Context: an optimization exercise on an open-source flow, tuned for small area and a short achievable clock period. The choices shown serve that exercise and are no tape-out recipe. For this run, only the layout was checked, not whether the RTL still works. Power is estimated from default activity; no workload was simulated.

## flow/design.v

```verilog
`timescale 1ns/100ps
`default_nettype none
package cpu_pkg;
    localparam int unsigned DATA_WIDTH      = 32;    
    localparam int unsigned INST_ADDR_WIDTH = 32;    
    localparam int unsigned REG_ADDR_WIDTH  = 5;     
    localparam int unsigned DMEM_DEPTH     = 64;
    localparam int unsigned DMEM_ADDR_BITS = 6;
    localparam int unsigned PC_STEP = 4;             
    typedef logic [DATA_WIDTH-1:0]      data_t;
    typedef logic [INST_ADDR_WIDTH-1:0] inst_addr_t;
    typedef logic [REG_ADDR_WIDTH-1:0]  reg_addr_t;
    typedef enum logic [3:0] {
        ALU_ADD = 4'd0,
        ALU_SUB = 4'd1,
        ALU_AND = 4'd2,
        ALU_OR  = 4'd3,
        ALU_XOR = 4'd4,
        ALU_SLL = 4'd5,
        ALU_SRL = 4'd6,
        ALU_SLT = 4'd7
    } alu_op_e;
    typedef enum logic [1:0] {
        WB_RESULT   = 2'd0,                          
        WB_LOAD     = 2'd1,                          
        WB_PC_PLUS4 = 2'd2                           
    } wb_sel_e;
endpackage
`default_nettype wire
`timescale 1ns/100ps
`default_nettype none
module execute_stage (
    input  logic [3:0]       i_alu_op,       
    input  cpu_pkg::data_t   i_operand_a,    
    input  cpu_pkg::data_t   i_operand_b,    
    input  cpu_pkg::inst_addr_t i_pc,
    input  logic [1:0]       i_wb_sel,
    output cpu_pkg::data_t   o_result,       
    output logic [cpu_pkg::DMEM_ADDR_BITS-1:0] o_word_index
);
    logic [2:0] op;                          
    logic       is_sub;                      
    logic       is_sll;
    cpu_pkg::data_t sum;
    cpu_pkg::data_t b_eff;
    cpu_pkg::data_t shift_in;
    cpu_pkg::data_t shift_out;
    cpu_pkg::data_t shift_res;
    cpu_pkg::data_t alu;
    cpu_pkg::data_t pc_plus4;
    logic       less_than;
    assign op     = i_alu_op[3] ? 3'd0 : i_alu_op[2:0];
    assign is_sub = (op == 3'd1) || (op == 3'd7);
    assign is_sll = (op == 3'd5);
    assign b_eff = i_operand_b ^ {cpu_pkg::DATA_WIDTH{is_sub}};
    assign sum   = i_operand_a + b_eff + {31'd0, is_sub};
    assign less_than = (i_operand_a[31] ^ i_operand_b[31]) ? i_operand_a[31] : sum[31];
    always_comb begin
        for (int i = 0; i < 32; i++) begin
            shift_in[i] = is_sll ? i_operand_a[31-i] : i_operand_a[i];
        end
        shift_out = shift_in >> i_operand_b[4:0];
        for (int i = 0; i < 32; i++) begin
            shift_res[i] = is_sll ? shift_out[31-i] : shift_out[i];
        end
    end
    always_comb begin
        case (op)
            3'd2:    alu = i_operand_a & i_operand_b;
            3'd3:    alu = i_operand_a | i_operand_b;
            3'd4:    alu = i_operand_a ^ i_operand_b;
            3'd5,
            3'd6:    alu = shift_res;
            3'd7:    alu = {31'd0, less_than};
            default: alu = sum;
        endcase
    end
    assign pc_plus4 = i_pc + cpu_pkg::PC_STEP;
    assign o_word_index = alu[cpu_pkg::DMEM_ADDR_BITS+1:2];
    assign o_result     = (i_wb_sel == cpu_pkg::WB_PC_PLUS4) ? pc_plus4 : alu;
endmodule
`default_nettype wire
`timescale 1ns/100ps
`default_nettype none
module ex_mem_register (
    input  logic                i_clock,
    input  logic                i_reset,
    input  logic                i_flush,             
    input  cpu_pkg::data_t      i_result,
    input  logic [cpu_pkg::DMEM_ADDR_BITS-1:0] i_word_index,
    input  cpu_pkg::data_t      i_store_data,
    input  logic                i_mem_wr_enable,
    input  cpu_pkg::reg_addr_t  i_reg_wr_addr,
    input  logic                i_reg_wr_enable,
    input  logic [1:0]          i_wb_sel,
    output cpu_pkg::data_t      o_result,
    output logic [cpu_pkg::DMEM_ADDR_BITS-1:0] o_word_index,
    output cpu_pkg::data_t      o_store_data,
    output logic                o_mem_wr_enable,
    output cpu_pkg::reg_addr_t  o_reg_wr_addr,
    output logic                o_reg_wr_enable,
    output logic                o_load,
    output logic                o_killed
);
    always_ff @(posedge i_clock) begin
        o_result        <= i_result;
        o_word_index    <= i_word_index;
        o_store_data    <= i_store_data;
        o_reg_wr_addr   <= i_reg_wr_addr;
        o_load          <= (i_wb_sel == cpu_pkg::WB_LOAD);
        o_reg_wr_enable <= i_reg_wr_enable & ~i_flush;
        o_mem_wr_enable <= i_mem_wr_enable & ~i_flush & ~i_reset;
        o_killed        <= i_reset;
    end
endmodule
`default_nettype wire
`timescale 1ns/100ps
`default_nettype none
module memory_stage (
    input  logic                i_clock,
    input  logic                i_reset,
    input  logic                i_killed,             
    input  cpu_pkg::data_t      i_result,
    input  logic [cpu_pkg::DMEM_ADDR_BITS-1:0] i_word_index,
    input  cpu_pkg::data_t      i_store_data,
    input  logic                i_mem_wr_enable,
    input  cpu_pkg::reg_addr_t  i_reg_wr_addr,
    input  logic                i_reg_wr_enable,
    input  logic                i_load,
    output cpu_pkg::data_t      o_wb_data,
    output cpu_pkg::reg_addr_t  o_wb_reg_addr,
    output logic                o_wb_reg_wr_enable
);
    logic [cpu_pkg::DMEM_DEPTH-1:0][cpu_pkg::DATA_WIDTH-1:0] dmem;
    logic [cpu_pkg::DMEM_DEPTH-1:0] word_select;
    cpu_pkg::data_t                 load_data;
    logic                           clear;
    always_comb begin
        for (int i = 0; i < cpu_pkg::DMEM_DEPTH; i++) begin
            word_select[i] = (i_word_index == i);
        end
    end
    always_comb begin
        load_data = '0;
        for (int i = 0; i < cpu_pkg::DMEM_DEPTH; i++) begin
            load_data = load_data | (dmem[i] & {cpu_pkg::DATA_WIDTH{word_select[i]}});
        end
    end
    always_ff @(posedge i_clock) begin
        for (int i = 0; i < cpu_pkg::DMEM_DEPTH; i++) begin
            if (i_mem_wr_enable && word_select[i]) begin
                dmem[i] <= i_store_data;
            end
        end
    end
    assign clear = i_reset | i_killed;
    always_ff @(posedge i_clock) begin
        if (clear) begin
            o_wb_data          <= '0;
            o_wb_reg_addr      <= '0;
            o_wb_reg_wr_enable <= 1'b0;
        end else begin
            o_wb_data          <= i_load ? load_data : i_result;
            o_wb_reg_addr      <= i_reg_wr_addr;
            o_wb_reg_wr_enable <= i_reg_wr_enable;
        end
    end
endmodule
`default_nettype wire
`timescale 1ns/100ps
`default_nettype none
module exec_mem_top (
    input  logic                i_clock,
    input  logic                i_reset,
    input  cpu_pkg::inst_addr_t i_pc,
    input  logic [3:0]          i_alu_op,
    input  cpu_pkg::data_t      i_operand_a,
    input  cpu_pkg::data_t      i_operand_b,
    input  cpu_pkg::data_t      i_store_data,
    input  logic                i_mem_wr_enable,
    input  cpu_pkg::reg_addr_t  i_reg_wr_addr,
    input  logic                i_reg_wr_enable,
    input  logic [1:0]          i_wb_sel,
    input  logic                i_flush,
    output cpu_pkg::data_t      o_wb_data,
    output cpu_pkg::reg_addr_t  o_wb_reg_addr,
    output logic                o_wb_reg_wr_enable
);
    cpu_pkg::data_t      ex_result;
    logic [cpu_pkg::DMEM_ADDR_BITS-1:0] ex_word_index;
    cpu_pkg::data_t      mem_result;
    logic [cpu_pkg::DMEM_ADDR_BITS-1:0] mem_word_index;
    cpu_pkg::data_t      mem_store_data;
    logic                mem_mem_wr_enable;
    cpu_pkg::reg_addr_t  mem_reg_wr_addr;
    logic                mem_reg_wr_enable;
    logic                mem_load;
    logic                mem_killed;
    execute_stage u_execute_stage (
        .i_alu_op     (i_alu_op),
        .i_operand_a  (i_operand_a),
        .i_operand_b  (i_operand_b),
        .i_pc         (i_pc),
        .i_wb_sel     (i_wb_sel),
        .o_result     (ex_result),
        .o_word_index (ex_word_index)
    );
    ex_mem_register u_ex_mem_register (
        .i_clock         (i_clock),
        .i_reset         (i_reset),
        .i_flush         (i_flush),
        .i_result        (ex_result),
        .i_word_index    (ex_word_index),
        .i_store_data    (i_store_data),
        .i_mem_wr_enable (i_mem_wr_enable),
        .i_reg_wr_addr   (i_reg_wr_addr),
        .i_reg_wr_enable (i_reg_wr_enable),
        .i_wb_sel        (i_wb_sel),
        .o_result        (mem_result),
        .o_word_index    (mem_word_index),
        .o_store_data    (mem_store_data),
        .o_mem_wr_enable (mem_mem_wr_enable),
        .o_reg_wr_addr   (mem_reg_wr_addr),
        .o_reg_wr_enable (mem_reg_wr_enable),
        .o_load          (mem_load),
        .o_killed        (mem_killed)
    );
    memory_stage u_memory_stage (
        .i_clock            (i_clock),
        .i_reset            (i_reset),
        .i_killed           (mem_killed),
        .i_result           (mem_result),
        .i_word_index       (mem_word_index),
        .i_store_data       (mem_store_data),
        .i_mem_wr_enable    (mem_mem_wr_enable),
        .i_reg_wr_addr      (mem_reg_wr_addr),
        .i_reg_wr_enable    (mem_reg_wr_enable),
        .i_load             (mem_load),
        .o_wb_data          (o_wb_data),
        .o_wb_reg_addr      (o_wb_reg_addr),
        .o_wb_reg_wr_enable (o_wb_reg_wr_enable)
    );
endmodule
`default_nettype wire
```

## flow/constraint.sdc

```tcl
create_clock -name core_clock -period 4.5 [get_ports {i_clock}]
set_input_delay 0.9000 -clock core_clock [delete_from_list [all_inputs] [get_ports {i_clock}]]
set_output_delay 0.9000 -clock core_clock [all_outputs]
set_load 0.01 [all_outputs]
```

## flow/run.sh

```bash
#!/bin/bash
# synth_recipe.tcl (not shown) runs the flow's synth.tcl, then flattens the netlist and writes it again
# the make line also repeats each setting of config.mk as NAME=value (left out here)
make -C /OpenROAD-flow-scripts/flow DESIGN_CONFIG=/design/flow/config.mk WORK_HOME=/design/flow/orfs CLKGATE_MAP_FILE= SYNTH_SCRIPT=/design/flow/synth_recipe.tcl finish
```

## flow/config.mk

```make
export PLATFORM = sky130hd
export DESIGN_NAME = exec_mem_top
export DESIGN_NICKNAME = exec_mem_top
export VERILOG_FILES = /design/flow/design.v
export SDC_FILE = /design/flow/constraint.sdc
export NUM_CORES = 4
export LEC_CHECK = 0
export CAP_MARGIN = 20
export CORE_MARGIN = 2
export CORE_UTILIZATION = 40
export SLEW_MARGIN = 20
```

==> summary.md <==
| Metric | Value |
|---|---|
| Reg2reg setup slack | `510 ps` |
| Pleak | `0.0316 uW` |
| Setup Skew | `between 80 and 90 ps` |
| Hold Buf Count CTS | `0` |
| Pwr Density | `440 mW/mm2` |
| Setup CP Type | `primary input to flip-flop` |
| Clock period minus worst slack | `4060 ps` |
| Final clock period utilization by the worst path | `90.2%` |
| Syn Area/Cell | `16.8 um2` |
| Max_cap viols | `0` |
| WP data required | `5210 ps` |
| Vias per Instance | `6.91` |
| Worst-Margin Slew | `1300 ps` |
| Num CTS Buffers | `208` |
| Final TNS setup | `0 ps` |
| Synth async-reset ratio | `0%` |
| Outcome | `finished clean` |
| Type of origin of the critical path | `primary input` |
| Final Hold Fails | `0` |
| YS warnings | `3` |
| Share of cells above drive strength 1 | `17.3%` |
| Final Max Slew Viols | `0` |
| DP Area | `0.0919 mm2` |
| Sequential-to-total area share from yosys stat | `77.2%` |
| Num Clock Sinks | `2165` |
| Per-cell routed wire length | `43.6 um` |
| Dpl hpwl | `223000 um` |
| Clock Latency Late Sink | `slightly above 900 ps` |
| Largest net degree at the start of global routing | `65` |
| Clk slew on worst S/H paths | `70 ps` |
| I/O Pins | `182` |
| Max Root-Sink Buffers | `3` |
| Hold Crit Class | `flip-flop to flip-flop` |
| Top cell type's share of synthesized area | `about three quarters` |
| Gr ovfl total | `0` |
| Fin area | `0.0987 mm2` |
| Fmax | `roughly 0.25 GHz` |
| Top cells by count, synth | `edfxtp_1, a22oi_1, clkbuf_1` |
| Worst setup EP type | `flip-flop` |
| Global-route wire length before repair | `between 400000 and 500000 um` |
| Dominant synthesized flop cell | `edfxtp_1` |
| Placement Rows | `approximately 170` |
| Most numerous cell in the Yosys netlist | `edfxtp_1` |
| Total power | `43400 uW` |
| Worst path arrival time | `roughly 4800 ps` |
| Starting density of the core | `around two fifths` |
| CTS tree | `built` |
| CTS H-Tree Depth | `4` |
| Setup violators final | `0` |
| Netlist Area Pre-Place | `0.0827 mm2` |
| Setup bufs post-CTS | `0` |
| Final wirelength | `365000 um` |
| Via count | `57886` |
| Die Ht | `459 um` |
| #FFs+latches synth | `2165` |
| Fillers | `16973` |
| Worst Path Max Fanout | `4` |
| EDFF count, synth | `2048` |
| Final nets | `5734` |
| Synth Instances | `4919` |
| RSZ-0062 raised after global routing | `no` |
| Ranking of synthesized cells by area | `edfxtp_1, a22oi_1, dfxtp_1` |
| Fin util | `approximately 48%` |
| Max_slew headroom | `12.7%` |
| Syn-to-layout area delta | `19.4%` |
| Syn Nets | `about 5200` |
| Post-synth top area cell | `edfxtp_1` |
| Number of library cell types mapped by synthesis | `between 70 and 80` |
| Post-route ant nets | `0` |
| DRC | `0` |
| Vias in the first global route | `52859` |
| Die area | `0.210 mm2` |
| DR iter-0 viols | `12599` |
| Core Area | `0.205 mm2` |
| Port Buffer Count | `181` |
| Antenna violations before repair | `19` |
| Die width | `459 um` |
| Peak VDD IR | `~0.44 mV` |
| GRT Total Usage | `33.9%` |
| Clock root buffer master | `clkbuf_16` |
| Drt first pass iters | `8` |
| RePlAce Congestion | `0.951` |
## cell usage in the layout, fill, tap and decap left out, drive strengths merged, types with 100 or more instances in the layout
cell type         n
nand2           129
clkbuf          291
dfxtp           117
o21ai           112
nor2            126
a22oi           744
edfxtp         2048
a21oi           129
clkdlybuf4s50   180
buf             465
a22o            100
a221oi          157
nand4           200
## cell type report
cell class              count  area [um2]  share of cell area (%)
multi-input cells        2403       18100                    18.3
flip-flops and latches   2165       63900                    64.8
diodes                     16        40.0                  0.0406
repair buffers            645        6370                    6.45
well taps                2688        3360                    3.41
inverters                  71         267                   0.270
clock buffers             291        5750                    5.83
clock inverters            97         877                   0.889
## metrics by stage
stage | setup slack [ps] | instances | hold WS [ps]
after floorplan | 106 | 4919 | 406
after global placement | -726 | 7963 | 407
after detailed placement | -644 | 7968 | 411
after CTS | 209 | 8356 | 413
after global routing | 85.8 | 8368 | 428
final | 439 | 8376 | 423
## registers in the layout, indices dropped and copies added (netlist names)
register	flops
u_memory_stage.dmem	2048
u_ex_mem_register.o_result	32
u_ex_mem_register.o_store_data	32
u_memory_stage.o_wb_data	32
u_ex_mem_register.o_word_index	6
u_ex_mem_register.o_reg_wr_addr	5
u_memory_stage.o_wb_reg_addr	5
u_ex_mem_register.o_killed	1
u_ex_mem_register.o_load	1
u_ex_mem_register.o_mem_wr_enable	1
u_ex_mem_register.o_reg_wr_enable	1
u_memory_stage.o_wb_reg_wr_enable	1
## cell families (layout without fill, tap and decap cells)
family                     count (synthesis)  count (layout)  synth area share, %
DFF                                     2165            2165                 77.2
adders and majority gates                 96              96                 1.46
and+or+nand+nor                          754             754                 4.77
xor gates and xnor gates                  86              86                0.911
other                                      0              16                    0
muxes                                     84              84                 1.54
AOI/OAI and AO/OA                       1383            1383                 12.4
buffers and inverters                    351            1104                 1.67
## worst max-delay path, stage by stage
cell and delay, ps:
clkdlybuf4s50_1 450, xnor2_1 260, nand2_2 200, xnor2_1 250, inv_1 80, fa_1 370, nand2b_1 210, a2111oi_2 350
buf_4 170, o21ai_0 170, a211o_1 390, and3_1 210, o31ai_1 290, xor2_1 120, a221oi_1 260, a21oi_1 70
## path summary, 6_finish.rpt
check | end | depth (start not counted) | from
worst max-delay path | u_ex_mem_register.o_result[28] | 16 | i_alu_op[1]
worst min-delay path | u_memory_stage.o_wb_reg_addr[1] | 1 | u_ex_mem_register.o_reg_wr_addr[1]
worst max register to register | u_memory_stage.o_wb_data[26] | 8 | u_ex_mem_register.o_word_index[0]
worst min register to register | u_memory_stage.o_wb_reg_addr[1] | 1 | u_ex_mem_register.o_reg_wr_addr[1]
## power breakdown
group	internal, uW	switching [uW]	leakage [uW]
clock network	9260	7820	0.00321
registers	22300	386	0.0194
logic	1270	2430	0.00895
total	32800	10600	0.0316
## per-layer routing
metal  vias up  routed length, um  global-route usage [%]
met5         -                145                       0
met4        20              26000                    18.7
met3      1334              55400                    10.0
met2      5764             160000                    51.7
met1     29197             123000                    43.4
li1      21571                  -                       -
## timing repair
action,CTS,global route
resized for setup,0,2
setup endpoints to repair,0,2
endpoints found under the hold margin,0,0

[re-timing with driven ports]
In the flow no input, the clock included, has a driving cell. The finished layout below was timed again as built, in two steps.
Step 1: set_driving_cell puts a clkbuf_16 on i_clock and a buf_2 on each other input, an assumption about the parent block.
Step 2 also shifts input and output timing later by t, the mid clock arrival at the registers, as if the neighbouring blocks saw the same clock.
Slacks: ideal ports / drivers / drivers and shift; pairs: ideal ports / drivers.
t (ns): 0.941
setup WS [ns]: 0.439 / 0.506 / -0.434
worst register clock-pin slew, ns: 0.07 / 0.07
Met with ideal ports but missed after step 2: setup timing in this run. For this run, drivers alone change the setup slack by +0.067 ns; drivers and shift together by -0.873 ns.
